Context: an optimization exercise on an open-source flow, tuned for small area, a short achievable clock period and few clock cycles per item. The choices shown serve that exercise and are no tape-out recipe. Function was checked by simulation only, so behaviour that the tests miss may differ from the original. Power figures rest on the tool's default switching activity, not on a simulated workload.

===== design/flow/design.v =====
package rau_pkg;
    localparam int NUM_W       = 34;
    localparam int DEN_W       = 33;
    localparam int OUT_TDATA_W = ((NUM_W + DEN_W + 7) / 8) * 8;
    localparam int CMD_W       = 2;
    localparam int STATUS_W    = 2;
    localparam logic [CMD_W-1:0] CMD_ADD = 2'd0;
    localparam logic [CMD_W-1:0] CMD_SUB = 2'd1;
    localparam logic [CMD_W-1:0] CMD_MUL = 2'd2;
    localparam logic [CMD_W-1:0] CMD_DIV = 2'd3;
    localparam logic [STATUS_W-1:0] ST_OK       = 2'd0;
    localparam logic [STATUS_W-1:0] ST_BAD_DEN  = 2'd1;
    localparam logic [STATUS_W-1:0] ST_DIV_ZERO = 2'd2;
endpackage
module rau_seq (
    input  logic        clk,
    input  logic        rst_n,
    input  logic        s_tvalid,
    output logic        s_tready,
    input  logic [63:0] s_tdata,
    input  logic [1:0]  s_tuser,
    output logic        done,       
    input  logic        take,       
    output logic [32:0] n_out,      
    output logic [30:0] d_out,      
    output logic [1:0]  st_out
);
    logic        busy;
    logic        done_reg;
    logic        mul;               
    logic [2:0]  cnt;
    logic [15:0] x1, x3;            
    logic [15:0] r1, r3;            
    logic        neg1, neg3;        
    logic        seen1, seen3;
    logic        sg1, sg2;          
    logic        addsub;            
    logic [16:0] acc_n;             
    logic [14:0] acc_d;             
    logic [1:0]  st;
    logic [15:0] an, ad, bn, bd;
    logic [1:0]  cmd;
    logic        y1a, y1b, y3a, y3b;
    logic        p1a, p1b, p2a, p2b;
    logic [18:0] x1s, x3s, sum_n;
    logic [16:0] x3m, sum_d;
    logic        last_even;         
    assign an  = s_tdata[15:0];
    assign ad  = s_tdata[31:16];
    assign bn  = s_tdata[47:32];
    assign bd  = s_tdata[63:48];
    assign cmd = s_tuser;
    assign s_tready = !busy;
    assign done     = done_reg;
    always_comb
    begin
        y1a   = r1[0] ^ (neg1 & seen1);
        y1b   = r1[1] ^ (neg1 & (seen1 | r1[0]));
        y3a   = r3[0] ^ (neg3 & seen3);
        y3b   = r3[1] ^ (neg3 & (seen3 | r3[0]));
        p1a   = addsub ? y3a : y1a;                 
        p1b   = addsub ? y3b : y1b;
        p2a   = addsub & y1a;                       
        p2b   = addsub & y1b;
        x1s   = {{3{x1[15]}}, x1} ^ {19{sg1}};
        x3s   = {{3{x3[15]}}, x3} ^ {19{sg2}};
        sum_n = {{2{acc_n[16]}}, acc_n}
              + (p1a ? x1s : 19'd0) + (p1b ? {x1s[17:0], 1'b0} : 19'd0)
              + (p2a ? x3s : 19'd0) + (p2b ? {x3s[17:0], 1'b0} : 19'd0)
              + 19'({p1b & sg1, p1a & sg1}) + 19'({p2b & sg2, p2a & sg2});
        x3m   = {1'b0, x3 ^ {16{x3[15]}}};          
        sum_d = {2'b0, acc_d}
              + (y3a ? x3m : 17'd0) + (y3b ? {x3m[15:0], 1'b0} : 17'd0)
              + 17'({y3b & x3[15], y3a & x3[15]});
        last_even = (st == rau_pkg::ST_OK)
                  && (mul ? (!r1[2] && !r3[2]) : (!r1[1] && !r3[1]));
    end
    always_ff @(posedge clk or negedge rst_n)
    begin
        if (!rst_n)
        begin
            busy     <= 1'b0;
            done_reg <= 1'b0;
        end
        else if (!busy)
        begin
            busy     <= s_tvalid;
            done_reg <= 1'b0;
        end
        else if (done_reg)
        begin
            busy     <= !take;
            done_reg <= !take;
        end
        else if (!mul || cnt == 3'd7)
        begin
            done_reg <= !last_even;
        end
    end
    always_ff @(posedge clk)
    begin
        if (!busy)
        begin
            x1     <= an;
            x3     <= ad;
            r1     <= (cmd == rau_pkg::CMD_DIV) ? bd : bn;
            r3     <= (cmd == rau_pkg::CMD_DIV) ? bn : bd;
            neg1   <= (cmd == rau_pkg::CMD_DIV) ? bd[15] : bn[15];
            neg3   <= (cmd == rau_pkg::CMD_DIV) ? bn[15] : bd[15];
            sg1    <= cmd[1] ? (ad[15] ^ bn[15] ^ bd[15]) : ad[15];
            sg2    <= ad[15] ^ bn[15] ^ bd[15] ^ (cmd == rau_pkg::CMD_SUB);
            addsub <= !cmd[1];
            seen1  <= 1'b0;
            seen3  <= 1'b0;
            mul    <= 1'b1;
            cnt    <= 3'd0;
            acc_n  <= '0;
            acc_d  <= '0;
            if (ad == '0 || bd == '0)
                st <= rau_pkg::ST_BAD_DEN;
            else if (cmd == rau_pkg::CMD_DIV && bn == '0)
                st <= rau_pkg::ST_DIV_ZERO;
            else
                st <= rau_pkg::ST_OK;
        end
        else if (!done_reg)
        begin
            if (mul)
            begin
                seen1 <= seen1 | r1[0] | r1[1];
                seen3 <= seen3 | r3[0] | r3[1];
                acc_n <= sum_n[18:2];
                acc_d <= sum_d[16:2];
                r1    <= {sum_n[1:0], r1[15:2]};
                r3    <= {sum_d[1:0], r3[15:2]};
                cnt   <= cnt + 3'd1;
                mul   <= (cnt != 3'd7);
            end
            else
            begin
                acc_n <= {acc_n[16], acc_n[16:1]};
                acc_d <= {1'b0, acc_d[14:1]};
                r1    <= {acc_n[0], r1[15:1]};
                r3    <= {acc_d[0], r3[15:1]};
            end
        end
    end
    assign n_out  = {acc_n, r1};
    assign d_out  = {acc_d, r3};
    assign st_out = st;
endmodule
module rau_datapath (
    input  logic        clk,
    input  logic        rst_n,
    input  logic        in_done,    
    output logic        take,       
    input  logic [32:0] n_in,
    input  logic [30:0] d_in,
    input  logic [1:0]  st_in,
    output logic        m_tvalid,
    input  logic        m_tready,
    output logic [71:0] m_tdata,
    output logic [1:0]  m_tuser
);
    logic        run;               
    logic        vld;               
    logic        pre;               
    logic [31:0] u, v;
    logic signed [32:0] p, q;
    logic [30:0] r, s;
    logic        f_swap, f_neg;     
    logic [1:0]  st;
    logic        go, stepping, ld;
    logic        ue, eq, ge, keep1;
    logic [32:0] d1, d2;
    logic [31:0] pre_u;
    logic [3:0]  lowz;
    logic [1:0]  j;                 
    logic signed [32:0] qe, pre_p, sum_pq;
    logic [30:0] se, pre_r, sum_rs;
    logic [31:0] u_step, v_step;
    logic [32:0] p_step, q_step;
    logic [30:0] r_step, s_step;
    logic        n_neg, trivial, swap;
    logic [31:0] n_mag, u_ld, v_ld;
    logic signed [32:0] p_ld;
    logic [30:0] r_ld;
    always_comb
    begin
        go       = pre && !run && (!vld || m_tready);
        stepping = run || go;
        eq       = (u == v);
        ld       = !stepping || eq;
        take     = go;
    end
    always_comb
    begin
        qe     = run ? q : (f_swap ? (f_neg ? -33'sd1 : 33'sd1) : 33'sd0);
        se     = run ? s : {30'd0, !f_swap};
        ue     = !u[0];
        d1     = {1'b0, u} - {1'b0, v};
        d2     = {1'b0, v} - {1'b0, u};
        ge     = !d1[32];
        keep1  = ue || ge;
        sum_pq = p + qe;
        sum_rs = r + se;
        pre_u  = ue ? u : (ge ? d1[31:0] : d2[31:0]);
        pre_p  = keep1 ? p : qe;
        pre_r  = keep1 ? r : se;
        lowz   = ue ? u[4:1] : d1[4:1];
        if (lowz[0])
            j = 2'd0;
        else if (lowz[1])
            j = 2'd1;
        else if (lowz[2])
            j = 2'd2;
        else
            j = 2'd3;
        u_step = pre_u >> ({1'b0, j} + 3'd1);
        p_step = pre_p << ({1'b0, j} + 3'd1);
        r_step = pre_r << ({1'b0, j} + 3'd1);
        v_step = keep1 ? v : u;
        q_step = (ue && !eq) ? qe : sum_pq;
        s_step = (ue && !eq) ? se : sum_rs;
    end
    always_comb
    begin
        n_neg   = n_in[32];
        n_mag   = n_neg ? 32'(-n_in) : n_in[31:0];
        trivial = (n_in == '0) || (st_in != rau_pkg::ST_OK);
        swap    = !trivial && !d_in[0];
        u_ld    = (trivial || swap) ? {1'b0, d_in} : n_mag;
        v_ld    = swap ? n_mag : {1'b0, d_in};
        p_ld    = (trivial || swap) ? 33'sd0 : (n_neg ? -33'sd1 : 33'sd1);
        r_ld    = {30'd0, swap};
    end
    always_ff @(posedge clk or negedge rst_n)
    begin
        if (!rst_n)
        begin
            run <= 1'b0;
            vld <= 1'b0;
            pre <= 1'b0;
        end
        else
        begin
            run <= stepping && !eq;
            pre <= ld && in_done && !go;
            if (stepping && eq)
                vld <= 1'b1;
            else if (m_tready)
                vld <= 1'b0;
        end
    end
    always_ff @(posedge clk)
    begin
        if (ld)
        begin
            u      <= u_ld;
            v      <= v_ld;
            p      <= p_ld;
            r      <= r_ld;
            f_swap <= swap;
            f_neg  <= n_neg;
        end
        else
        begin
            u <= u_step;
            v <= v_step;
            p <= p_step;
            r <= r_step;
        end
        if (stepping)
        begin
            q <= q_step;
            s <= s_step;
        end
        if (go)
            st <= st_in;
    end
    assign m_tvalid = vld;
    assign m_tdata  = {5'd0, 2'd0, s, q[32], q};
    assign m_tuser  = st;
endmodule
module rational_arith_unit #(
    parameter  int OPERAND_WIDTH = 16,
    localparam int IN_TDATA_W    = ((4 * OPERAND_WIDTH + 7) / 8) * 8
) (
    input  logic                               clk,
    input  logic                               rst_n,
    input  logic                               s_tvalid,
    output logic                               s_tready,
    input  logic [IN_TDATA_W-1:0]              s_tdata,    
    input  logic [rau_pkg::CMD_W-1:0]          s_tuser,    
    output logic                               m_tvalid,
    input  logic                               m_tready,
    output logic [rau_pkg::OUT_TDATA_W-1:0]    m_tdata,    
    output logic [rau_pkg::STATUS_W-1:0]       m_tuser     
);
    logic        mul_done;
    logic        take;
    logic [32:0] n;
    logic [30:0] d;
    logic [1:0]  st;
    rau_seq u_mul (
        .clk      (clk),
        .rst_n    (rst_n),
        .s_tvalid (s_tvalid),
        .s_tready (s_tready),
        .s_tdata  (s_tdata),
        .s_tuser  (s_tuser),
        .done     (mul_done),
        .take     (take),
        .n_out    (n),
        .d_out    (d),
        .st_out   (st)
    );
    rau_datapath u_gcd (
        .clk      (clk),
        .rst_n    (rst_n),
        .in_done  (mul_done),
        .take     (take),
        .n_in     (n),
        .d_in     (d),
        .st_in    (st),
        .m_tvalid (m_tvalid),
        .m_tready (m_tready),
        .m_tdata  (m_tdata),
        .m_tuser  (m_tuser)
    );
endmodule

===== design/flow/run.sh =====
#!/bin/bash
# synth_recipe.tcl (not shown) runs the flow's synth.tcl, then flattens the netlist and writes it again
# the make line also repeats each setting of config.mk as NAME=value (left out here)
make -C /OpenROAD-flow-scripts/flow DESIGN_CONFIG=/design/flow/config.mk WORK_HOME=/design/flow/orfs CLKGATE_MAP_FILE= SYNTH_SCRIPT=/design/flow/synth_recipe.tcl finish

===== design/flow/config.mk =====
export PLATFORM = sky130hd
export DESIGN_NAME = rational_arith_unit
export DESIGN_NICKNAME = rational_arith_unit
export VERILOG_FILES = /design/flow/design.v
export SDC_FILE = /design/flow/constraint.sdc
export NUM_CORES = 4
export LEC_CHECK = 0
export CAP_MARGIN = 20
export CORE_MARGIN = 2
export CORE_UTILIZATION = 40
export SETUP_SLACK_MARGIN = 5
export SLEW_MARGIN = 20

===== design/flow/constraint.sdc =====
create_clock -name core_clock -period 10.0 [get_ports {clk}]
set_input_delay 2.0000 -clock core_clock [delete_from_list [all_inputs] [get_ports {clk}]]
set_output_delay 2.0000 -clock core_clock [all_outputs]
set_load 0.01 [all_outputs]

==> results of run 1 <==
==> layout by cell type (no fill, tap or decap), types with 18 or more instances in the layout <==
cell / count
or3_1: 19
nor3_1: 48
dfxtp_1: 131
and2_1: 58
mux2_2: 36
xor2_1: 75
ha_1: 160
nand2_1: 346
xnor2_1: 98
nand4_1: 18
a21oi_1: 251
o21a_1: 24
buf_4: 53
a31oi_1: 19
edfxtp_1: 172
clkbuf_16: 43
inv_1: 241
nor2b_1: 27
nand3_1: 49
o211ai_1: 62
nand2b_1: 22
fa_1: 73
a21o_1: 81
nor2_1: 211
o31ai_1: 28
mux2i_1: 207
and3_1: 50
clkdlybuf4s50_1: 138
o21ai_0: 204
a211oi_1: 95
==> path summary, 6_finish.rpt <==
path / from / to / slack [ns] / depth (start not counted)
worst min-delay path: u_mul.st[1] / u_gcd.st[1] / 0.45 / 0
min in group asynchronous: rst_n / u_mul.busy / 1.82 / 1
max in group asynchronous: rst_n / u_gcd.run / 7.71 / 1
worst min register to register: u_mul.st[1] / u_gcd.st[1] / 0.45 / 0
worst max register to register: u_mul.r1[0] / u_mul.acc_n[16] / 4.93 / 23
worst max-delay path: u_mul.r1[0] / u_mul.acc_n[16] / 4.93 / 23
==> through the flow <==
| step | utilization, % | instance area (um2) | std cells | total power, W |
|---|---|---|---|---|
| 6_report | 45.86 | 32060 | 4329 | 0.004436 |
| 5_1_grt | 45.86 | 32060 | 4329 | 0.004708 |
| 4_1_cts | 45.55 | 31840 | 4321 | 0.004425 |
| 3_5_place_dp | 43.26 | 30240 | 4225 | 0.002918 |
| 3_3_place_gp | 43.26 | 30240 | 4225 | 0.002912 |
| 2_1_floorplan | - | 28280 | 3324 | 0.002589 |
==> power groups by stage <==
stage / registers, W / clock network [W] / logic (W)
global placement: 0.00156 / 0 / 0.00135
global route: 0.00155 / 0.00155 / 0.00162
CTS: 0.00153 / 0.00150 / 0.00139
floorplan: 0.00151 / 0 / 0.00108
finish: 0.00153 / 0.00147 / 0.00143
detailed placement: 0.00156 / 0 / 0.00136
==> worst reg2reg max path: stages, from the launching register on <==
cell and delay [ns]:
edfxtp_1 0.44, buf_4 0.17, a21bo_2 0.21, nand2_4 0.10
mux2i_4 0.18, inv_1 0.10, nand2_1 0.10, fa_1 0.44
fa_1 0.40, fa_1 0.53, inv_2 0.05, fa_2 0.37
a21o_1 0.17, a21o_1 0.21, a21oi_4 0.18, o31ai_4 0.08
o41ai_2 0.20, buf_4 0.17, o21ai_2 0.07, nand2b_1 0.17
a21oi_2 0.15, xnor2_1 0.08, or3_1 0.30, a21oi_1 0.14
==> cells by family after synthesis <==
family          Yosys count  synth area share [%]
compound gates          938                 21.55
simple gates            935                 15.50
buf+inv                 460                 6.542
flops                   310                 28.25
mux                     261                 10.15
fa+ha+maj               238                 12.55
xor+xnor                175                 5.444
other cells               1               0.01332
==> per-layer routing <==
layer,track usage [%],part of all wire (%),up-vias
li1,-,-,11969
met1,31.37,48,11431
met2,34.63,45,683
met3,2.173,5.0,101
met4,5.731,2.2,0
met5,0,0,-
==> repair_timing <==
action	CTS	global route
hold endpoints to repair	0	0
pin swaps	9	13
endpoints found under the setup margin	138	73
setup buffers	20	7
gates resized for setup	24	30
==> cell type report <==
class,instances,area [um2]
Clock buffer,59,1186
Clock inverter,17,142.6
Fill cell,6988,37850
Inverter,249,940.9
Multi-Input combinational cell,2554,18730
Sequential cell,310,7958
Tap cell,940,1176
Timing Repair Buffer,200,1923
==> results.tsv, run 1 <==
metric	value	unit
1st-pass router iterations	6	
Yosys top cell area share	18.35	%
Cell Pwr Density	138.4	mW/mm2
pre-CTS setup slack	3.713	ns
largest net degree at the start of global routing	77	
Die Y	269.3	um
via/cell ratio	5.587	
Synth Flop Type	edfxtp_1	
CP delay by family, top	adder cells	
H-tree levels	2	
CP cell instances	buf_4, a21bo_2, nand2_4, mux2i_4, inv_1, nand2_1, fa_1, fa_1, fa_1, inv_2, fa_2, a21o_1, a21o_1, a21oi_4, o31ai_4, o41ai_2, buf_4, o21ai_2, nand2b_1, a21oi_2, xnor2_1, or3_1, a21oi_1	
dpl hpwl	59930	um
worst-path maximum fanout	5	
Nets	3664	
initial antenna violation count	1	
Psw	0.001528	W
port bufs	138	
top cells by count, synth	353 x nand2_1, 255 x a21oi_1, 246 x inv_1	
Post-synth ARST share	1.613	%
Iteration-0 DRC Markers	1736	
Hold-fix buffers, CTS	0	
num rows	97	
Mapped Cells	3318	
critical path's most frequent cell	fa_1	
Buf/Inv on CP	4	
peak supply drop	0.1317	mV
switching share of power	34.44	%
average cell area after synthesis	8.485	um2
post-synthesis sequential area ratio	28.25	%
Post-synth EDFFs	172	
drt total wl	81010	um
MaxCap Viol Count	0	
clk_skew	0.02027	ns
residual DRC count	0	
Ys Warns	2	
Startpoint Class	flip-flop	
Die ar.	0.07253	mm2
CP max-delay cell	fa_1	
synth unique cells	87	
Placer Congestion	0.9372	
Setup violations, final	0	
design internal power	0.002908	W
vias	24184	
# diodes	0	
hold violation total from the final report	0	
setup tns final	0	ns
synthesized area	0.02815	mm2
Worst Setup Path Type	flip-flop to flip-flop	
IO Pins	146	
final slew viol count	0	
max frequency	197.4	MHz
crit-path max cell delay	0.53	ns
Required @ worst endpoint	10.50	ns
#FFs+latches synth	310	
status	no timing/DRC/antenna violations	
gr usage total	21.73	%
Relative slew margins	32.65	%
first-pass GRT wire length	129100	um
remaining antenna violation count	0	
power share of the clock group	33.2	%
root buf cell	clkbuf_16	
PnR worst setup slack	4.933	ns
largest area contributor in the netlist	edfxtp_1	
most common cell in the netlist	nand2_1	
die width	269.3	um
fin crit period	5.067	ns
initial core utilization	40.27	%
CP Data Arrival Time	5.57	ns
leakage power	14.15	nW
Logic pwr share	32.2	%
Syn-to-layout area delta	13.87	%
biggest regs	u_gcd.p (33), u_gcd.q (33)	
GR Overflow Total	0	
TritonCTS clock tree	built	
HP Class	flip-flop to flip-flop	
RSZ-0062 raised after global routing	yes	
Synth area leaders	edfxtp_1 18%, dfxtp_1 9.5%, mux2i_1 7.4%, ha_1 7.3%, fa_1 5.3%	
layout cell share with drive strength beyond 1	7.731	%
Final period util	50.67	%
slew of the pin with the lowest slew margin	1.007	ns
clock sink count	310	
CTS max path bufs	3	
worst slack on hold paths	0.4511	ns
wire per inst	18.71	um
number of global-route vias before repair	23024	
area of the core	0.06991	mm2
Num CTS Buffers	41	
critical path endpoint category	flip-flop	
worst skew pair latency	0.58	ns
CTS clock-pin slew for the worst setup and hold paths	0.06	ns
Flop pwr share	34.6	%
Testbench counts, summed over its fixed seeds: cycles 39,161, items 2,400.
==> run 2, diff against run 1 <==
--- a/design/flow/design.v
+++ b/design/flow/design.v
@@ -40,8 +40,11 @@
     logic [1:0]  st;
     logic [15:0] an, ad, bn, bd;
     logic [1:0]  cmd;
-    logic        y1a, y1b, y3a, y3b;
-    logic        p1a, p1b, p2a, p2b;
+    logic        p1a, p1b, p2a, p2b;   
+    logic        y3a, y3b;             
+    logic        n1a, n1b, n3a, n3b;   
+    logic        nseen1, nseen3;
+    logic [15:0] c1, c3;               
     logic [18:0] x1s, x3s, sum_n;
     logic [16:0] x3m, sum_d;
     logic        last_even;         
@@ -54,14 +57,14 @@
     assign done     = done_reg;
     always_comb
     begin
-        y1a   = r1[0] ^ (neg1 & seen1);
-        y1b   = r1[1] ^ (neg1 & (seen1 | r1[0]));
-        y3a   = r3[0] ^ (neg3 & seen3);
-        y3b   = r3[1] ^ (neg3 & (seen3 | r3[0]));
-        p1a   = addsub ? y3a : y1a;                 
-        p1b   = addsub ? y3b : y1b;
-        p2a   = addsub & y1a;                       
-        p2b   = addsub & y1b;
+        nseen1 = seen1 | r1[0] | r1[1];
+        nseen3 = seen3 | r3[0] | r3[1];
+        n1a    = r1[2] ^ (neg1 & nseen1);
+        n1b    = r1[3] ^ (neg1 & (nseen1 | r1[2]));
+        n3a    = r3[2] ^ (neg3 & nseen3);
+        n3b    = r3[3] ^ (neg3 & (nseen3 | r3[2]));
+        c1     = (cmd == rau_pkg::CMD_DIV) ? bd : bn;
+        c3     = (cmd == rau_pkg::CMD_DIV) ? bn : bd;
         x1s   = {{3{x1[15]}}, x1} ^ {19{sg1}};
         x3s   = {{3{x3[15]}}, x3} ^ {19{sg2}};
         sum_n = {{2{acc_n[16]}}, acc_n}
@@ -103,10 +106,16 @@
         begin
             x1     <= an;
             x3     <= ad;
-            r1     <= (cmd == rau_pkg::CMD_DIV) ? bd : bn;
-            r3     <= (cmd == rau_pkg::CMD_DIV) ? bn : bd;
-            neg1   <= (cmd == rau_pkg::CMD_DIV) ? bd[15] : bn[15];
-            neg3   <= (cmd == rau_pkg::CMD_DIV) ? bn[15] : bd[15];
+            r1     <= c1;
+            r3     <= c3;
+            neg1   <= c1[15];
+            neg3   <= c3[15];
+            p1a    <= cmd[1] ? c1[0] : c3[0];
+            p1b    <= cmd[1] ? (c1[1] ^ (c1[15] & c1[0])) : (c3[1] ^ (c3[15] & c3[0]));
+            p2a    <= !cmd[1] & c1[0];
+            p2b    <= !cmd[1] & (c1[1] ^ (c1[15] & c1[0]));
+            y3a    <= c3[0];
+            y3b    <= c3[1] ^ (c3[15] & c3[0]);
             sg1    <= cmd[1] ? (ad[15] ^ bn[15] ^ bd[15]) : ad[15];
             sg2    <= ad[15] ^ bn[15] ^ bd[15] ^ (cmd == rau_pkg::CMD_SUB);
             addsub <= !cmd[1];
@@ -127,8 +136,14 @@
         begin
             if (mul)
             begin
-                seen1 <= seen1 | r1[0] | r1[1];
-                seen3 <= seen3 | r3[0] | r3[1];
+                seen1 <= nseen1;
+                seen3 <= nseen3;
+                p1a   <= addsub ? n3a : n1a;        
+                p1b   <= addsub ? n3b : n1b;
+                p2a   <= addsub & n1a;              
+                p2b   <= addsub & n1b;
+                y3a   <= n3a;
+                y3b   <= n3b;
                 acc_n <= sum_n[18:2];
                 acc_d <= sum_d[16:2];
                 r1    <= {sum_n[1:0], r1[15:2]};
--- a/design/flow/config.mk
+++ b/design/flow/config.mk
@@ -5,6 +5,7 @@
 export SDC_FILE = /design/flow/constraint.sdc
 export NUM_CORES = 4
 export LEC_CHECK = 0
+export ABC_CLOCK_PERIOD_IN_PS = 5000
 export CAP_MARGIN = 20
 export CORE_MARGIN = 2
 export CORE_UTILIZATION = 40
==> run 2 against run 1 <==
Against the previous run: synthesized cell count is 0.51% higher; sequential power hardly changed; clock-buffer cell count is 1 lower; power is 4.1% higher; highest routed layer unchanged; die area hardly changed; non-clock buffer count is 4 higher; still clean on timing, DRC and antenna; clock skew is 0.0068 ns lower; maximum frequency is 1.2% lower.
==> results.tsv, run 2 <==
metric	value	unit
status	no timing/DRC/antenna violations	
synthesized area	0.02817	mm2
Required @ worst endpoint	10.45	ns
root buf cell	clkbuf_16	
vias	24320	
wire per inst	18.84	um
largest area contributor in the netlist	edfxtp_1	
number of global-route vias before repair	23696	
Synth area leaders	edfxtp_1 19%, dfxtp_1 9.5%, mux2i_1 7.7%, ha_1 7.3%, fa_1 5.3%	
Synth Area in XOR/XNOR	5.906	%
Ys Warns	2	
first-pass GRT wire length	132000	um
GR Overflow Total	0	
pre-CTS setup slack	3.960	ns
RSZ-0062 raised after global routing	yes	
Post-synth EDFFs	178	
post-route total power	0.004616	W
PnR worst setup slack	4.873	ns
HP Class	flip-flop to flip-flop	
drt total wl	81970	um
residual DRC count	0	
Filler cells	6880	
leakage power	14.16	nW
most common cell after layout, fill and taps aside	nand2_1	
mux share of post-synthesis cell area	8.504	%
Relative slew margins	31.33	%
CTS clock-pin slew for the worst setup and hold paths	0.06	ns
fin crit period	5.127	ns
Syn-to-layout area delta	13.80	%
CTS max path bufs	3	
clock sink count	316	
final slew viol count	0	
worst slack on hold paths	0.4461	ns
Die ar.	0.07258	mm2
Iteration-0 DRC Markers	1724	
most frequent cells in the layout	332 x nand2_1, 248 x nor2_1, 234 x inv_1, 227 x a21oi_1, 218 x mux2i_1	
peak supply drop	0.1438	mV
Startpoint Class	flip-flop	
via/cell ratio	5.590	
max frequency	195.0	MHz
post-synthesis sequential area ratio	28.87	%
remaining antenna violation count	0	
dpl hpwl	61330	um
slew of the pin with the lowest slew margin	1.030	ns
largest family of logic cells by synthesized area	compound AO/OA/AOI/OAI gates	
Compound-Gate Fraction of Synth Area	21.54	%
setup tns final	0	ns
Synth Area in Adders	12.54	%
Post-Synth Simple-Gate Area	16.34	%
synth unique cells	85	
worst skew pair latency	0.57	ns
biggest regs	u_gcd.p (33), u_gcd.q (33)	
clk_skew	0.01344	ns
Worst Setup Path Type	flip-flop to flip-flop	
CP Data Arrival Time	5.58	ns
largest net degree at the start of global routing	83	
Die Y	269.4	um
Setup violations, final	0	
Mapped Cells	3335	
port bufs	138	
most common cell in the netlist	nand2_1	
Post-synth ARST share	1.582	%
IO Pins	146	
Yosys top cell area share	18.97	%
area of the core	0.06991	mm2
average cell area after synthesis	8.448	um2
initial core utilization	40.30	%
num rows	97	
Nets	3687	
initial antenna violation count	1	
# diodes	0	
Final period util	51.27	%
Num CTS Buffers	41	
#FFs+latches synth	316	
die width	269.4	um
setup slack, reg-to-reg	4.87	ns
MaxCap Viol Count	0	
top cells by count, synth	336 x nand2_1, 250 x nor2_1, 238 x inv_1	
Synth Flop Type	edfxtp_1	
critical path endpoint category	flip-flop	
H-tree levels	2	
Placer Congestion	0.9212	
gr usage total	22.24	%
worst-path maximum fanout	5	
layout cell share with drive strength beyond 1	6.743	%
1st-pass router iterations	5	
Cell Pwr Density	144.0	mW/mm2
TritonCTS clock tree	built	
hold violation total from the final report	0	
==> run 2: cell count changes in the layout (fill, tap and decap cells not counted), sizes merged, moves of 17 or more <==
cell   delta
nor2     +31
and2     +46
o21ai    -38
o22ai    +45
or3      +23
a21oi    -27
mux2     -17
xor2     +36
xnor2    -21
==> run 2: layer usage <==
metal | share of wire (%) | track usage [%] | vias to the layer above
met1 | 47 | 31.06 | 11551
met4 | 2.2 | 5.570 | 0
li1 | - | - | 12014
met5 | 0 | 0 | -
met3 | 4.8 | 2.467 | 117
met2 | 46 | 36.65 | 638
==> run 2: power breakdown <==
group / switching, W / internal (W)
clock: 0.000621 / 0.000934
combinational: 0.000825 / 0.000679
sequential: 0.000101 / 0.00145
total: 0.00155 / 0.00307
==> run 2: kinds of logic after synthesis <==
logic type / count (synthesis)
muxes: 237
and+or+nand+nor: 975
buffers and inverters: 452
AOI/OAI and AO/OA: 926
adders and majority gates: 238
DFF: 316
xor gates and xnor gates: 190
other: 1
==> run 2: final cells by class <==
type	instances	area, um2	area share, %
Multi-Input combinational cell	2573	18530	57.80
Sequential cell	316	8140	25.39
Timing Repair Buffer	204	1908	5.951
Clock buffer	58	1191	3.715
Tap cell	940	1176	3.668
Inverter	243	915.9	2.857
Clock inverter	17	200.2	0.6244
==> run 2: worst paths after layout <==
kind,from,endpoint,cells after the start
max,u_mul.sg2,u_mul.acc_n[16],20
min,u_mul.seen3,u_mul.seen3,2
max reg2reg,u_mul.sg2,u_mul.acc_n[16],20
min reg2reg,u_mul.seen3,u_mul.seen3,2
max in group asynchronous,rst_n,u_gcd.run,1
min in group asynchronous,rst_n,u_mul.busy,1
==> run 2: worst max-delay path, stage by stage, from the launching register on <==
cell,delay (ns)
edfxtp_1,0.51
buf_6,0.19
xor2_4,0.15
and2_4,0.17
fa_1,0.46
fa_1,0.49
inv_1,0.05
fa_1,0.49
inv_2,0.05
ha_4,0.22
a21o_1,0.18
a21oi_2,0.16
o21bai_2,0.11
a211oi_2,0.30
o31ai_2,0.11
o41a_1,0.33
a21o_1,0.22
a22o_1,0.22
and3_1,0.17
o31a_1,0.30
mux2i_1,0.12
==> run 2: repair_timing <==
item	CTS	global route
resized for setup	18	40
hold buffers	0	0
pin swaps	15	21
buffers inserted	25	7
setup endpoints to repair	56	44
==> run 2: through the flow <==
stage | utilization, % | cells | cell area, um2
after CTS | 45.56 | 4344 | 31850
after global placement | 43.20 | 4244 | 30200
after floorplan | - | 3341 | 28210
after global routing | 45.86 | 4351 | 32060
after detailed placement | 43.20 | 4244 | 30200
final | 45.86 | 4351 | 32060
Testbench counts of run 2, summed over its fixed seeds: cycles 39,161, items 2,400.
==> run 3, diff against run 2 <==
--- a/design/flow/config.mk
+++ b/design/flow/config.mk
@@ -5,7 +5,6 @@
 export SDC_FILE = /design/flow/constraint.sdc
 export NUM_CORES = 4
 export LEC_CHECK = 0
-export ABC_CLOCK_PERIOD_IN_PS = 5000
 export CAP_MARGIN = 20
 export CORE_MARGIN = 2
 export CORE_UTILIZATION = 40
==> run 3 against run 2 <==
Against the previous run: still clean; register-to-register slack barely moved; routed wire length stayed put; die area is the same; sequential share of layout area unchanged; critical path type unchanged; critical endpoint unchanged; largest power group unchanged; highest routed layer unchanged.
==> results.tsv, run 3 <==
metric	value	unit
status	no timing/DRC/antenna violations	
HP Class	flip-flop to flip-flop	
residual DRC count	0	
Nets	3687	
first-pass GRT wire length	132000	um
CP delay by family, top	compound AO/OA/AOI/OAI gates	
largest net degree at the start of global routing	83	
drt total wl	81970	um
initial antenna violation count	1	
via/cell ratio	5.590	
root buf cell	clkbuf_16	
port bufs	138	
num rows	97	
biggest regs	u_gcd.p (33), u_gcd.q (33)	
CP cell instances	buf_6, xor2_4, and2_4, fa_1, fa_1, inv_1, fa_1, inv_2, ha_4, a21o_1, a21oi_2, o21bai_2, a211oi_2, o31ai_2, o41a_1, a21o_1, a22o_1, and3_1, o31a_1, mux2i_1	
Worst Setup Path Type	flip-flop to flip-flop	
RSZ-0062 raised after global routing	yes	
power share of the clock group	33.7	%
dpl hpwl	61330	um
post-synthesis sequential area ratio	28.87	%
Buf/Inv on CP	3	
critical path's most frequent cell	fa_1	
synth unique cells	85	
#FFs+latches synth	316	
worst skew pair latency	0.57	ns
Hold-fix buffers, CTS	0	
switching share of power	33.53	%
post-route total power	0.004616	W
layout cell share with drive strength beyond 1	6.743	%
synthesized area	0.02817	mm2
top cells by count, synth	336 x nand2_1, 250 x nor2_1, 238 x inv_1	
Setup violations, final	0	
critical path endpoint category	flip-flop	
setup tns final	0	ns
fin crit period	5.127	ns
1st-pass router iterations	5	
peak supply drop	0.1438	mV
clock sink count	316	
average cell area after synthesis	8.448	um2
Relative slew margins	31.33	%
CTS clock-pin slew for the worst setup and hold paths	0.06	ns
Logic pwr share	32.6	%
hold violation total from the final report	0	
Placer Congestion	0.9212	
H-tree levels	2	
Synth Flop Type	edfxtp_1	
MaxCap Viol Count	0	
CP max-delay cell	edfxtp_1	
CTS max path bufs	3	
Flop pwr share	33.7	%
gr usage total	22.24	%
Filler cells	6880	
worst-path maximum fanout	5	
Num CTS Buffers	41	
Final period util	51.27	%
Psw	0.001548	W
die width	269.4	um
remaining antenna violation count	0	
leakage power	14.16	nW
initial core utilization	40.30	%
Post-synth EDFFs	178	
number of global-route vias before repair	23696	
Synth area leaders	edfxtp_1 19%, dfxtp_1 9.5%, mux2i_1 7.7%, ha_1 7.3%, fa_1 5.3%	
vias	24320	
slew of the pin with the lowest slew margin	1.030	ns
Ys Warns	2	
design internal power	0.003069	W
crit-path max cell delay	0.51	ns
max frequency	195.0	MHz
Die ar.	0.07258	mm2
Required @ worst endpoint	10.45	ns
pre-CTS setup slack	3.960	ns
Syn-to-layout area delta	13.80	%
Iteration-0 DRC Markers	1724	
Post-synth ARST share	1.582	%
CP Data Arrival Time	5.58	ns
TritonCTS clock tree	built	
Die Y	269.4	um
Mapped Cells	3335	
Yosys top cell area share	18.97	%
wire per inst	18.84	um
Startpoint Class	flip-flop	
most frequent cells in the layout	332 x nand2_1, 248 x nor2_1, 234 x inv_1, 227 x a21oi_1, 218 x mux2i_1	
IO Pins	146	
largest area contributor in the netlist	edfxtp_1	
PnR worst setup slack	4.873	ns
most common cell after layout, fill and taps aside	nand2_1	
GR Overflow Total	0	
area of the core	0.06991	mm2
Cell Pwr Density	144.0	mW/mm2
final slew viol count	0	
# diodes	0	
most common cell in the netlist	nand2_1	
clk_skew	0.01344	ns
## run 3: cell families (layout without fill, tap and decap cells)
kind of cell | count (synthesis) | count (layout) | share of synthesized area, %
mux | 237 | 237 | 8.504
flops | 316 | 316 | 28.87
compound gates | 926 | 926 | 21.54
simple gates | 975 | 975 | 16.34
buf+inv | 452 | 522 | 6.288
other cells | 1 | 7 | 0.01331
xor+xnor | 190 | 190 | 5.906
fa+ha+maj | 238 | 238 | 12.54
## run 3: path summary, 6_finish.rpt
check | startpoint | end | slack (ns) | cells after the start
min in group asynchronous | rst_n | u_mul.busy | 1.82 | 1
max in group asynchronous | rst_n | u_gcd.run | 7.73 | 1
hold / removal | u_mul.seen3 | u_mul.seen3 | 0.45 | 2
setup reg to reg | u_mul.sg2 | u_mul.acc_n[16] | 4.87 | 20
hold reg to reg | u_mul.seen3 | u_mul.seen3 | 0.45 | 2
setup / recovery | u_mul.sg2 | u_mul.acc_n[16] | 4.87 | 20
## run 3: what timing repair did
action                                  CTS  global route
endpoints found under the setup margin   56            44
buffers inserted                         25             7
endpoints found under the hold margin     0             0
pin swaps                                15            21
gates resized for setup                  18            40
## run 3: routing by layer
metal | wire length (um) | up-vias | global-route usage [%]
li1 | - | 12014 | -
met5 | 0 | - | 0
met3 | 3903 | 117 | 2.467
met2 | 38000 | 638 | 36.65
met4 | 1826 | 0 | 5.570
met1 | 38250 | 11551 | 31.06
## run 3: cell type report
type,count,area [um2],share of cell area [%]
clock inverters,17,200.2,0.6244
clock buffers,58,1191,3.715
well taps,940,1176,3.668
repair buffers,204,1908,5.951
inverters,243,915.9,2.857
flip-flops and latches,316,8140,25.39
multi-input cells,2573,18530,57.80
## run 3: power by group through the flow
stage / Clock (W) / Sequential [W] / Combinational [W]
after floorplan: 0 / 0.00153 / 0.00107
after global placement: 0 / 0.00158 / 0.00132
after detailed placement: 0 / 0.00158 / 0.00133
after CTS: 0.00159 / 0.00156 / 0.00140
after global routing: 0.00165 / 0.00157 / 0.00170
final: 0.00156 / 0.00156 / 0.00150
## run 3: worst min-delay path, cell delays in order, from the launching register on
cell and delay (ns):
dfxtp_1 0.31, inv_1 0.05, a21oi_1 0.05
## run 3: through the flow
| stage | cells | instance area, um2 | util, % | hold slack, ns |
|---|---|---|---|---|
| after floorplan | 3341 | 28210 | - | 0.4211 |
| after global placement | 4244 | 30200 | 43.20 | 0.4297 |
| after detailed placement | 4244 | 30200 | 43.20 | 0.4354 |
| after CTS | 4344 | 31850 | 45.56 | 0.4450 |
| after global routing | 4351 | 32060 | 45.86 | 0.4694 |
| final | 4351 | 32060 | 45.86 | 0.4461 |
==> run 4, diff against run 3 <==
--- a/design/flow/design.v
+++ b/design/flow/design.v
@@ -29,11 +29,12 @@
     logic        done_reg;
     logic        mul;               
     logic [2:0]  cnt;
-    logic [15:0] x1, x3;            
+    logic [17:0] x1;                
+    logic [15:0] x3;                
+    logic        f2;                
     logic [15:0] r1, r3;            
     logic        neg1, neg3;        
     logic        seen1, seen3;
-    logic        sg1, sg2;          
     logic        addsub;            
     logic [16:0] acc_n;             
     logic [14:0] acc_d;             
@@ -45,8 +46,9 @@
     logic        n1a, n1b, n3a, n3b;   
     logic        nseen1, nseen3;
     logic [15:0] c1, c3;               
-    logic [18:0] x1s, x3s, sum_n;
-    logic [16:0] x3m, sum_d;
+    logic        sg1;
+    logic [18:0] x3s, s1, c1v, s2, c2v, s3, c3v, t1, t2, t3, t4, a0, sum_n;
+    logic [16:0] sum_d, ta, tb;
     logic        last_even;         
     assign an  = s_tdata[15:0];
     assign ad  = s_tdata[31:16];
@@ -64,17 +66,24 @@
         n3a    = r3[2] ^ (neg3 & nseen3);
         n3b    = r3[3] ^ (neg3 & (nseen3 | r3[2]));
         c1     = (cmd == rau_pkg::CMD_DIV) ? bd : bn;
+        sg1    = cmd[1] ? (ad[15] ^ bn[15] ^ bd[15]) : ad[15];
         c3     = (cmd == rau_pkg::CMD_DIV) ? bn : bd;
-        x1s   = {{3{x1[15]}}, x1} ^ {19{sg1}};
-        x3s   = {{3{x3[15]}}, x3} ^ {19{sg2}};
-        sum_n = {{2{acc_n[16]}}, acc_n}
-              + (p1a ? x1s : 19'd0) + (p1b ? {x1s[17:0], 1'b0} : 19'd0)
-              + (p2a ? x3s : 19'd0) + (p2b ? {x3s[17:0], 1'b0} : 19'd0)
-              + 19'({p1b & sg1, p1a & sg1}) + 19'({p2b & sg2, p2a & sg2});
-        x3m   = {1'b0, x3 ^ {16{x3[15]}}};          
-        sum_d = {2'b0, acc_d}
-              + (y3a ? x3m : 17'd0) + (y3b ? {x3m[15:0], 1'b0} : 17'd0)
-              + 17'({y3b & x3[15], y3a & x3[15]});
+        x3s   = {3'd0, x3} ^ {19{f2}};
+        a0    = {{2{acc_n[16]}}, acc_n};
+        t1    = p1a ? {x1[17], x1} : 19'd0;
+        t2    = p1b ? {x1, 1'b0} : 19'd0;
+        t3    = p2a ? x3s : 19'd0;
+        t4    = p2b ? {x3s[17:0], f2} : 19'd0;
+        s1    = a0 ^ t1 ^ t2;
+        c1v   = {((a0[17:0] & t1[17:0]) | (a0[17:0] & t2[17:0]) | (t1[17:0] & t2[17:0])), p2a & f2};
+        s2    = s1 ^ c1v ^ t3;
+        c2v   = {((s1[17:0] & c1v[17:0]) | (s1[17:0] & t3[17:0]) | (c1v[17:0] & t3[17:0])), p2b & f2};
+        s3    = s2 ^ c2v ^ t4;
+        c3v   = {((s2[17:0] & c2v[17:0]) | (s2[17:0] & t4[17:0]) | (c2v[17:0] & t4[17:0])), 1'b0};
+        sum_n = s3 + c3v;
+        ta    = y3a ? {1'b0, x3} : 17'd0;
+        tb    = y3b ? {x3, 1'b0} : 17'd0;
+        sum_d = {2'b0, acc_d} + ta + tb;
         last_even = (st == rau_pkg::ST_OK)
                   && (mul ? (!r1[2] && !r3[2]) : (!r1[1] && !r3[1]));
     end
@@ -104,8 +113,9 @@
     begin
         if (!busy)
         begin
-            x1     <= an;
-            x3     <= ad;
+            x1     <= sg1 ? -{{2{an[15]}}, an} : {{2{an[15]}}, an};
+            x3     <= ad[15] ? -ad : ad;
+            f2     <= bn[15] ^ bd[15] ^ (cmd == rau_pkg::CMD_SUB);
             r1     <= c1;
             r3     <= c3;
             neg1   <= c1[15];
@@ -116,8 +126,6 @@
             p2b    <= !cmd[1] & (c1[1] ^ (c1[15] & c1[0]));
             y3a    <= c3[0];
             y3b    <= c3[1] ^ (c3[15] & c3[0]);
-            sg1    <= cmd[1] ? (ad[15] ^ bn[15] ^ bd[15]) : ad[15];
-            sg2    <= ad[15] ^ bn[15] ^ bd[15] ^ (cmd == rau_pkg::CMD_SUB);
             addsub <= !cmd[1];
             seen1  <= 1'b0;
             seen3  <= 1'b0;
--- a/design/flow/config.mk
+++ b/design/flow/config.mk
@@ -7,6 +7,6 @@
 export LEC_CHECK = 0
 export CAP_MARGIN = 20
 export CORE_MARGIN = 2
-export CORE_UTILIZATION = 40
+export CORE_UTILIZATION = 65
 export SETUP_SLACK_MARGIN = 5
 export SLEW_MARGIN = 20
==> run 4 against run 3 <==
Against the previous run: still clean; final cell count shrank 9.0%; non-clock buffer count decreased by 21; synthesized cell count decreased by 0.24%; die area shrank 37%; critical path type unchanged; largest cell class unchanged.
==> results.tsv, run 4 <==
metric	value	unit
Cell Pwr Density	152.1	mW/mm2
synthesized area	0.02854	mm2
root buf cell	clkbuf_16	
Filler cells	3274	
slew of the pin with the lowest slew margin	1.001	ns
biggest regs	u_gcd.p (33), u_gcd.q (33)	
routed wire length on met3	6298	um
num rows	76	
CP Data Arrival Time	5.32	ns
crit-path max cell delay	0.56	ns
Post-synth ARST share	1.577	%
area of the core	0.04317	mm2
vias	25808	
max frequency	205.4	MHz
largest net degree at the start of global routing	94	
flip-flop and latch area	0.008168	mm2
initial antenna violation count	0	
first-pass GRT wire length	132200	um
die width	213.6	um
Hold Path Cell Cnt	2	
critical path endpoint category	flip-flop	
worst slack on hold paths	0.5226	ns
Final period util	48.68	%
gr usage total	36.42	%
CP delay by family, top	adder cells	
drt total wl	84460	um
#FFs+latches synth	317	
# diodes	0	
Nets	3655	
CP max-delay cell	fa_1	
Die ar.	0.04560	mm2
H-tree levels	2	
CP cell instances	buf_4, and2_1, fa_1, inv_1, fa_1, fa_1, inv_1, ha_1, a21oi_1, o21bai_1, a21o_1, a31oi_1, o21ai_1, o41ai_2, o21ai_1, and2_1, o21ai_2, mux2i_1, a21oi_1	
number of global-route vias before repair	24962	
Critical Path Source	u_mul.p1a	
Required @ worst endpoint	10.45	ns
clk_skew	0.01768	ns
Post-synth EDFFs	179	
CTS max path bufs	3	
MaxCap Viol Count	0	
IO Pins	146	
top cells by count, synth	341 x nand2_1, 275 x a21oi_1, 240 x inv_1	
GR Overflow Total	0	
RR Endpoint	u_mul.acc_n[15]	
via/cell ratio	6.517	
Num CTS Buffers	38	
remaining antenna violation count	0	
most common cell after layout, fill and taps aside	nand2_1	
Setup violations, final	0	
status	no timing/DRC/antenna violations	
initial core utilization	66.11	%
residual DRC count	0	
peak supply drop	0.1261	mV
Syn-to-layout area delta	10.13	%
port bufs	138	
Hold-fix buffers, CTS	0	
Placer Congestion	0.9667	
Ys Warns	2	
HP Class	flip-flop to flip-flop	
routed length on met1	33860	um
crit path capture	u_mul.acc_n[15]	
average cell area after synthesis	8.579	um2
1st-pass router iterations	6	
critical path's most frequent cell	fa_1	
worst-path maximum fanout	4	
launch point of the worst reg-to-reg path	u_mul.p1a	
Synth area leaders	edfxtp_1 19%, dfxtp_1 9.3%, ha_1 7.4%, mux2i_1 7.0%, fa_1 5.0%	
Buf/Inv on CP	3	
Startpoint Class	flip-flop	
area taken by multi-input logic gates	0.01862	mm2
leakage power	13.71	nW
dpl hpwl	61240	um
post-synthesis sequential area ratio	28.60	%
Die Y	213.6	um
most common cell in the netlist	nand2_1	
layout cell share with drive strength beyond 1	5.956	%
Iteration-0 DRC Markers	2601	
largest area contributor in the netlist	edfxtp_1	
Max Used Layer	met4	
WP depth	19	
setup tns final	0	ns
Mapped Cells	3327	
Worst Setup Path Type	flip-flop to flip-flop	
most frequent cells in the layout	338 x nand2_1, 274 x a21oi_1, 237 x inv_1, 210 x o21ai_0, 202 x nor2_1	
worst skew pair latency	0.57	ns
hold violation total from the final report	0	
CTS clock-pin slew for the worst setup and hold paths	0.06	ns
clock sink count	317	
final slew viol count	0	
RSZ-0062 raised after global routing	no	
Synth Flop Type	edfxtp_1	
synth unique cells	102	
wire per inst	21.33	um
fin crit period	4.868	ns
Met2 Routed Length	40980	um
R2R depth	19	
setup slack, reg-to-reg	5.13	ns
Relative slew margins	33.03	%
Yosys top cell area share	18.83	%
TritonCTS clock tree	built	
[run 4: changes by cell type after synthesis, sizes merged, moves of 22 or more]
cell / previous run / this run
a21oi: 229 / 275
nor2: 250 / 203
o22ai: 54 / 11
o21ai: 176 / 223
a211oi: 98 / 76
a21o: 88 / 65
xor2: 111 / 89
xnor2: 79 / 107
[run 4: worst min path at each step]
| stage | startpoint | endpoint | slack, ns |
|---|---|---|---|
| after detailed placement | u_mul.seen1 | u_mul.seen1 | 0.51 |
| after global routing | u_mul.seen3 | u_mul.seen3 | 0.55 |
| after floorplan | u_mul.seen3 | u_mul.seen3 | 0.43 |
| after CTS | u_mul.seen3 | u_mul.seen3 | 0.52 |
| final | u_mul.cnt[1] | u_mul.cnt[1] | 0.52 |
| after global placement | u_mul.seen3 | u_mul.seen3 | 0.45 |
[run 4: timing repair]
action                                  in CTS  in global routing
resized for setup                            5                 10
endpoints found under the setup margin      28                 54
pin swaps                                    0                  6
setup buffers                                7                 14
cloned                                       1                  0
[run 4: layer usage]
| layer | up-vias | track usage (%) |
|---|---|---|
| met1 | 12370 | 46.13 |
| met3 | 224 | 5.580 |
| met4 | 0 | 14.54 |
| li1 | 11980 | - |
| met5 | - | 0 |
| met2 | 1234 | 62.49 |
[run 4: worst reg2reg max path: stages (launching register included)]
cell and delay, ns:
edfxtp_1 0.44, buf_4 0.18, and2_1 0.15, fa_1 0.51
inv_1 0.07, fa_1 0.51, fa_1 0.56, inv_1 0.05
ha_1 0.31, a21oi_1 0.16, o21bai_1 0.10, a21o_1 0.21
a31oi_1 0.22, o21ai_1 0.12, o41ai_2 0.41, o21ai_1 0.14
and2_1 0.20, o21ai_2 0.12, mux2i_1 0.21, a21oi_1 0.09
[run 4: kinds of logic after synthesis]
| kind of cell | Yosys count | synth area share, % |
|---|---|---|
| buffers and inverters | 455 | 6.518 |
| and+or+nand+nor | 933 | 15.70 |
| other | 1 | 0.01314 |
| muxes | 237 | 9.315 |
| AOI/OAI and AO/OA | 948 | 21.42 |
| adders and majority gates | 240 | 12.41 |
| xor gates and xnor gates | 196 | 6.014 |
| DFF | 317 | 28.60 |
[run 4: through the flow]
| step | cells | util, % | power (W) | area (um2) | setup WS, ns |
|---|---|---|---|---|---|
| global placement | 3868 | 69.39 | 0.003227 | 29960 | 4.501 |
| floorplan | 3333 | - | 0.002885 | 28580 | 5.004 |
| global route | 3960 | 72.81 | 0.005029 | 31430 | 4.957 |
| detailed placement | 3868 | 69.39 | 0.003297 | 29960 | 4.294 |
| CTS | 3946 | 72.47 | 0.004712 | 31290 | 4.983 |
| finish | 3960 | 72.81 | 0.004780 | 31430 | 5.132 |
[run 4: layout make-up]
class	instances	share of cell area, %
Clock buffer	52	3.487
Clock inverter	18	0.4896
Inverter	243	2.938
Timing Repair inverter	1	0.02388
Timing Repair Buffer	183	5.517
Sequential cell	317	25.98
Tap cell	585	2.329
Multi-Input combinational cell	2561	59.23
[run 4: power breakdown]
group / total [W] / internal (W) / switching [W] / leakage (nW)
clock: 0.00142 / 0.000823 / 0.000592 / 0.617
combinational: 0.00174 / 0.000753 / 0.000984 / 10.1
sequential: 0.00163 / 0.00146 / 0.000165 / 2.97
total: 0.00478 / 0.00304 / 0.00174 / 13.7
Testbench counts of run 4, summed over its fixed seeds: cycles 39,161, items 2,400.
==> run 5, diff against run 4 <==
--- a/design/flow/config.mk
+++ b/design/flow/config.mk
@@ -7,6 +7,6 @@
 export LEC_CHECK = 0
 export CAP_MARGIN = 20
 export CORE_MARGIN = 2
-export CORE_UTILIZATION = 65
+export CORE_UTILIZATION = 40
 export SETUP_SLACK_MARGIN = 5
 export SLEW_MARGIN = 20
==> run 5 against run 4 <==
Against the previous run: hold slack got worse by 0.036 ns; critical endpoint unchanged; synthesized area did not move; cell area rose by 1.9%; register-to-register slack improved by 0.08 ns; die area rose by 61%; combinational power fell by 3%; critical path type unchanged; synthesized cell count did not move.
==> results.tsv, run 5 <==
metric	value	unit
Cell Pwr Density	152.4	mW/mm2
slew of the pin with the lowest slew margin	1.024	ns
final slew viol count	0	
die width	271.1	um
root buf cell	clkbuf_16	
1st-pass router iterations	5	
crit-path max cell delay	0.55	ns
dpl cells	4232	
IO Pins	146	
clk_skew	0.03345	ns
Relative slew margins	31.64	%
PnR worst setup slack	5.217	ns
clock sink count	317	
critical path's most frequent cell	fa_1	
CP Data Arrival Time	5.25	ns
area of the core	0.07039	mm2
most common cell after layout, fill and taps aside	nand2_1	
drt total wl	81910	um
largest area contributor in the netlist	edfxtp_1	
Synth area leaders	edfxtp_1 19%, dfxtp_1 9.3%, ha_1 7.4%, mux2i_1 7.0%, fa_1 5.0%	
Post-synth ARST share	1.577	%
fin crit period	4.783	ns
Synth Flop Type	edfxtp_1	
Nets	3649	
Required @ worst endpoint	10.46	ns
post-synthesis sequential area ratio	28.60	%
synthesized area	0.02854	mm2
num rows	97	
most common cell in the netlist	nand2_1	
pre-CTS setup slack	4.323	ns
H-tree levels	2	
gr usage total	21.93	%
initial core utilization	40.55	%
synth unique cells	102	
setup tns final	0	ns
via/cell ratio	5.606	
initial antenna violation count	0	
most frequent cells in the layout	338 x nand2_1, 274 x a21oi_1, 238 x inv_1, 210 x o21ai_0, 202 x nor2_1	
largest net degree at the start of global routing	93	
remaining antenna violation count	0	
#FFs+latches synth	317	
Die ar.	0.07351	mm2
RSZ-0062 raised after global routing	no	
vias	24177	
leakage power	13.78	nW
status	no timing/DRC/antenna violations	
Yosys top cell area share	18.83	%
Mapped Cells	3327	
MaxCap Viol Count	0	
Syn-to-layout area delta	12.27	%
Iteration-0 DRC Markers	1547	
CP max-delay cell	fa_1	
top cells by count, synth	341 x nand2_1, 275 x a21oi_1, 240 x inv_1	
residual DRC count	0	
Num CTS Buffers	42	
Placer Congestion	0.9037	
CP cell instances	buf_4, and2_1, fa_1, inv_1, fa_1, fa_1, inv_1, ha_1, a21oi_1, o21bai_1, a21o_1, a31oi_4, o21ai_2, o41ai_4, o21ai_1, and2_1, o21ai_1, mux2i_1, a21oi_1	
hold violation total from the final report	0	
GR Overflow Total	0	
port bufs	138	
peak supply drop	0.1139	mV
HP Class	flip-flop to flip-flop	
Ys Warns	2	
wire per inst	18.99	um
Setup violations, final	0	
TritonCTS clock tree	built	
Die Y	271.1	um
Non-Filler Instances	4313	
Final period util	47.83	%
CTS clock-pin slew for the worst setup and hold paths	0.06	ns
critical path endpoint category	flip-flop	
number of global-route vias before repair	23678	
Startpoint Class	flip-flop	
Post-synth EDFFs	179	
worst skew pair latency	0.61	ns
Worst Setup Path Type	flip-flop to flip-flop	
dpl hpwl	61080	um
layout cell share with drive strength beyond 1	5.929	%
max frequency	209.1	MHz
worst-path maximum fanout	15	
first-pass GRT wire length	131700	um
# diodes	0	
average cell area after synthesis	8.579	um2
biggest regs	u_gcd.p (33), u_gcd.q (33)	
CTS max path bufs	3	
[run 5: cell types whose count changed in the layout (fill, tap and decap cells not counted), moves of 3 or more]
cell        delta
buf_4         -12
clkinv_1       -4
clkinv_2       +3
clkinvlp_4     -3
[run 5: cell type report]
type / instances / area [um2]
Multi-Input combinational cell: 2561 / 18660
Fill cell: 7016 / 38350
Clock buffer: 55 / 1140
Timing Repair Buffer: 174 / 1712
Clock inverter: 23 / 272.8
Tap cell: 940 / 1176
Sequential cell: 317 / 8168
Inverter: 243 / 915.9
[run 5: logic make-up (layout without fill, tap and decap cells)]
logic type | Yosys count | in the layout | share of synthesized area [%]
AOI/OAI and AO/OA | 948 | 948 | 21.42
xor gates and xnor gates | 196 | 196 | 6.014
adders and majority gates | 240 | 240 | 12.41
buffers and inverters | 455 | 495 | 6.518
DFF | 317 | 317 | 28.60
muxes | 237 | 237 | 9.315
other | 1 | 7 | 0.01314
and+or+nand+nor | 933 | 933 | 15.70
[run 5: worst max-delay path, delay by kind of cell (launching register included)]
family          cells  cell delay (ns)
fa+ha+maj           4             1.87
compound gates      9             1.51
flops               1             0.42
simple gates        2             0.34
buf+inv             3             0.29
mux                 1             0.21
[run 5: final timing paths]
kind                        startpoint         endpoint  slack, ns  depth (start not counted)
max                          u_mul.p1a  u_mul.acc_n[15]       5.22                         19
min in group asynchronous        rst_n   u_mul.done_reg       1.76                          1
min reg2reg                u_mul.seen3      u_mul.seen3       0.49                          2
min                        u_mul.seen3      u_mul.seen3       0.49                          2
max reg2reg                  u_mul.p1a  u_mul.acc_n[15]       5.22                         19
max in group asynchronous        rst_n        u_gcd.run       7.79                          1
[run 5: what timing repair did]
action | CTS | global route
pin swaps | 0 | 1
endpoints found under the setup margin | 11 | 46
hold buffers | 0 | 0
buffers inserted | 3 | 0
gates resized for setup | 2 | 19
hold endpoints to repair | 0 | 0
[run 5: layer usage]
metal | track usage [%] | vias to the layer above | part of all wire [%]
li1 | - | 11975 | -
met1 | 30.31 | 11504 | 47
met2 | 36.88 | 593 | 47
met3 | 1.899 | 105 | 4.0
met4 | 5.654 | 0 | 2.2
met5 | 0 | - | 0
[run 5: per-stage QoR]
stage | hold WS, ns | instance area, um2 | total power (W) | util (%)
final | 0.4866 | 32050 | 0.004884 | 45.52
after floorplan | 0.4335 | 28580 | 0.002885 | -
after global routing | 0.5177 | 32050 | 0.005208 | 45.52
after detailed placement | 0.4691 | 30520 | 0.003281 | 43.36
after CTS | 0.4828 | 31970 | 0.004868 | 45.41
after global placement | 0.4464 | 30460 | 0.003259 | 43.28
[run 5: where the power goes]
part	internal [W]	switching, W	leakage (nW)
logic	0.000749	0.000943	10.1
clock network	0.000919	0.000649	0.698
registers	0.00146	0.000162	2.97
total	0.00313	0.00175	13.8
==> run 6, diff against run 5 <==
--- a/design/flow/design.v
+++ b/design/flow/design.v
@@ -50,6 +50,8 @@
     logic [18:0] x3s, s1, c1v, s2, c2v, s3, c3v, t1, t2, t3, t4, a0, sum_n;
     logic [16:0] sum_d, ta, tb;
     logic        last_even;         
+    logic        by4;
+    logic        mul_more;          
     assign an  = s_tdata[15:0];
     assign ad  = s_tdata[31:16];
     assign bn  = s_tdata[47:32];
@@ -84,8 +86,10 @@
         ta    = y3a ? {1'b0, x3} : 17'd0;
         tb    = y3b ? {x3, 1'b0} : 17'd0;
         sum_d = {2'b0, acc_d} + ta + tb;
+        mul_more  = mul && (cnt != 3'd7);
+        by4       = mul || (r1[1:0] == 2'b00 && r3[1:0] == 2'b00);
         last_even = (st == rau_pkg::ST_OK)
-                  && (mul ? (!r1[2] && !r3[2]) : (!r1[1] && !r3[1]));
+                  && (by4 ? (!r1[2] && !r3[2]) : (!r1[1] && !r3[1]));
     end
     always_ff @(posedge clk or negedge rst_n)
     begin
@@ -142,22 +146,22 @@
         end
         else if (!done_reg)
         begin
-            if (mul)
+            if (by4)
             begin
                 seen1 <= nseen1;
                 seen3 <= nseen3;
-                p1a   <= addsub ? n3a : n1a;        
-                p1b   <= addsub ? n3b : n1b;
-                p2a   <= addsub & n1a;              
-                p2b   <= addsub & n1b;
-                y3a   <= n3a;
-                y3b   <= n3b;
+                p1a   <= mul_more & (addsub ? n3a : n1a);   
+                p1b   <= mul_more & (addsub ? n3b : n1b);
+                p2a   <= mul_more & addsub & n1a;           
+                p2b   <= mul_more & addsub & n1b;
+                y3a   <= mul_more & n3a;
+                y3b   <= mul_more & n3b;
                 acc_n <= sum_n[18:2];
                 acc_d <= sum_d[16:2];
                 r1    <= {sum_n[1:0], r1[15:2]};
                 r3    <= {sum_d[1:0], r3[15:2]};
                 cnt   <= cnt + 3'd1;
-                mul   <= (cnt != 3'd7);
+                mul   <= mul_more;
             end
             else
             begin
==> run 6 against run 5 <==
Against the previous run: still clean on timing, DRC and antenna; maximum frequency decreased by 1.2%; hold slack got worse by 0.043 ns; register-to-register slack got worse by 0.06 ns; clock power decreased by 4%; cell area decreased by 1.4%; synthesized cell count decreased by 1.4%; synthesized area decreased by 2.1%; first-iteration DRC count increased by 12%; sequential share of layout area increased by 0.37 points; critical path depth unchanged; core utilization increased by 0.28 points; critical path type unchanged; critical endpoint unchanged; largest power group unchanged.
==> results.tsv, run 6 <==
metric	value	unit
residual DRC count	0	
worst-path maximum fanout	3	
1st-pass router iterations	8	
dpl hpwl	59430	um
CTS max path bufs	3	
biggest regs	u_gcd.p (33), u_gcd.q (33)	
peak supply drop	0.1740	mV
synthesized area	0.02795	mm2
initial antenna violation count	0	
gr usage total	21.64	%
post-synthesis sequential area ratio	29.20	%
top cells by count, synth	462 x nand2_1, 221 x inv_1, 201 x a21oi_1	
area of the core	0.06895	mm2
Relative slew margins	39.34	%
GR Overflow Total	0	
max frequency	206.5	MHz
synth unique cells	86	
worst skew pair latency	0.59	ns
#FFs+latches synth	317	
Final period util	48.43	%
average cell area after synthesis	8.522	um2
final core occ	45.81	%
Cell Pwr Density	194.0	mW/mm2
vias	23640	
Post-synth EDFFs	179	
largest area contributor in the netlist	edfxtp_1	
die width	268.3	um
initial core utilization	40.54	%
CTS clock-pin slew for the worst setup and hold paths	0.06	ns
Num CTS Buffers	42	
wire per inst	18.43	um
HP Class	flip-flop to flip-flop	
via/cell ratio	5.539	
MaxCap Viol Count	0	
# diodes	0	
launch point of the worst reg-to-reg path	u_mul.p1a	
clock sink count	317	
R2R depth	19	
critical path endpoint category	flip-flop	
leakage power	13.39	nW
Hold Path Cell Cnt	0	
Die Y	268.3	um
CP Data Arrival Time	5.34	ns
largest net degree at the start of global routing	96	
most common cell after layout, fill and taps aside	nand2_1	
num rows	96	
Ys Warns	2	
slew of the pin with the lowest slew margin	0.9065	ns
Required @ worst endpoint	10.50	ns
TritonCTS clock tree	built	
post-route total power	0.006127	W
Startpoint Class	flip-flop	
fin crit period	4.843	ns
hold path startpoint	u_mul.st[1]	
Synth area leaders	edfxtp_1 19%, dfxtp_1 9.5%, ha_1 7.5%, mux2i_1 6.4%, nand2_1 6.2%	
clk_skew	0.02137	ns
final slew viol count	0	
most common cell in the netlist	nand2_1	
setup slack, reg-to-reg	5.16	ns
Placer Congestion	0.9143	
number of global-route vias before repair	22611	
Yosys top cell area share	19.23	%
Syn-to-layout area delta	12.99	%
RR Endpoint	u_mul.acc_n[15]	
first-pass GRT wire length	124900	um
Nets	3613	
IO Pins	146	
root buf cell	clkbuf_16	
hold violation total from the final report	0	
remaining antenna violation count	0	
RSZ-0062 raised after global routing	no	
Worst Setup Path Type	flip-flop to flip-flop	
H-tree levels	2	
most frequent cells in the layout	456 x nand2_1, 218 x inv_1, 195 x a21oi_1, 185 x nor2_1	
Setup violations, final	0	
Worst Hold Endpoint	u_gcd.st[1]	
Iteration-0 DRC Markers	1731	
Synth Flop Type	edfxtp_1	
Mapped Cells	3280	
status	no timing/DRC/antenna violations	
layout cell share with drive strength beyond 1	5.844	%
port bufs	138	
Die ar.	0.07201	mm2
setup tns final	0	ns
Post-synth ARST share	1.577	%
drt total wl	78680	um
==> run 6: cell types whose count changed in the layout (fill, tap and decap cells not counted), sizes merged, moves of 12 or more <==
cell / change
nand2: +121
a21oi: -73
o21ai: -43
mux2i: -25
inv: -20
nor2: -18
a31oi: +16
o221ai: +12
==> run 6: how the worst max path moves through the flow <==
stage	startpoint	end	slack (ns)	depth (start not counted)
2_1_floorplan	u_mul.p1a	u_mul.acc_n[15]	5.01	19
3_3_place_gp	m_tready	u_gcd.p[32]	4.28	10
3_5_place_dp	m_tready	u_gcd.p[32]	4.24	10
4_1_cts	u_mul.acc_n[1]	u_mul.acc_n[15]	4.92	18
5_1_grt	u_mul.p1a	u_mul.acc_n[16]	4.97	19
6_report	u_mul.p1a	u_mul.acc_n[15]	5.16	19
==> run 6: per-stage QoR <==
step	cells	area, um2	setup slack (ns)	hold slack [ns]
floorplan	3286	27990	5.007	0.4272
global placement	4183	29970	4.280	0.4395
detailed placement	4183	29980	4.238	0.4352
CTS	4266	31460	4.922	0.4446
global route	4268	31580	4.972	0.4858
finish	4268	31580	5.157	0.4436
==> run 6: timing repair <==
| action | in CTS | in global routing |
|---|---|---|
| pin swaps | 1 | 12 |
| setup endpoints to repair | 105 | 94 |
| buffers inserted | 5 | 2 |
| hold buffers | 0 | 0 |
| resized for setup | 16 | 29 |
==> run 6: cells by family after synthesis <==
family / share of synthesized area (%)
compound gates: 21.16
xor+xnor: 6.235
fa+ha+maj: 12.68
buf+inv: 6.141
flops: 29.20
mux: 8.142
other cells: 0.01342
simple gates: 16.42
==> run 6: cell type report <==
cell class / count / area (um2)
Fill cell: 6855 / 37360
Multi-Input combinational cell: 2539 / 18290
Sequential cell: 317 / 8167
Timing Repair Buffer: 180 / 1747
Clock buffer: 56 / 1211
Tap cell: 931 / 1165
Inverter: 223 / 840.8
Clock inverter: 22 / 166.4
==> run 6: critical path, stage by stage, from the launching register on <==
cell	delay (ns)
edfxtp_1	0.41
buf_4	0.16
nand2_1	0.07
fa_1	0.46
fa_1	0.55
inv_1	0.06
fa_1	0.47
ha_1	0.23
fa_2	0.36
a21o_1	0.18
a21oi_2	0.17
o21bai_1	0.09
a21oi_2	0.18
o21ai_2	0.12
a41oi_2	0.25
a2111oi_4	0.12
o21a_1	0.20
o21ai_1	0.13
mux2_2	0.35
a211oi_1	0.21
==> run 6: power breakdown <==
part / internal [W] / switching (W)
Combinational: 0.00121 / 0.00162
Sequential: 0.00156 / 0.000232
Clock: 0.000883 / 0.000624
Total: 0.00365 / 0.00248
==> run 6: per-layer routing <==
| metal | track usage [%] | wire length (um) |
|---|---|---|
| met5 | 0 | 0 |
| met4 | 6.276 | 2066 |
| met3 | 2.373 | 3516 |
| met2 | 35.14 | 35720 |
| met1 | 30.37 | 37370 |
Testbench counts of run 6, summed over its fixed seeds: cycles 38,602, items 2,400.

[re-timing with driven ports]
Ports are ideal in the flow. The routed layouts listed here were re-timed in OpenROAD. Step 1 (the two cells are an assumption about what drives the block):
set clk [get_ports {clk}]
set_driving_cell -lib_cell sky130_fd_sc_hd__clkbuf_16 $clk
set_driving_cell -lib_cell sky130_fd_sc_hd__buf_2 [delete_from_list [all_inputs] $clk]
Step 2 moves the port delays by t, midway between the first and last clock arrival at a register: inputs arrive t later, outputs are due t later. That takes back most of the time a late clock gives input paths. Slacks: ideal ports / drivers / drivers and shift; pairs: ideal ports / drivers.
run	shift t [ns]	setup WS [ns]	latest minus earliest clock arrival (ns)	worst slew at a driven data input, ns	pins driven straight from the clock port
run 1	0.630	4.933 / 4.933 / 4.573	0.022 / 0.022	0.04	1
run 2	0.625	4.873 / 4.873 / 4.783	0.013 / 0.013	0.05	1
run 3	0.625	4.873 / 4.873 / 4.783	0.013 / 0.013	0.05	1
run 4	0.629	5.132 / 5.132 / 4.731	0.022 / 0.022	0.05	1
run 5	0.654	5.217 / 5.217 / 4.653	0.034 / 0.034	0.05	1
run 6	0.643	5.157 / 5.157 / 4.707	0.021 / 0.021	0.05	1
After both steps setup and hold are still met in every run listed. The setup slack of run 5, which loses most, moves by 0.000 ns with the drivers and by -0.564 ns with both steps.
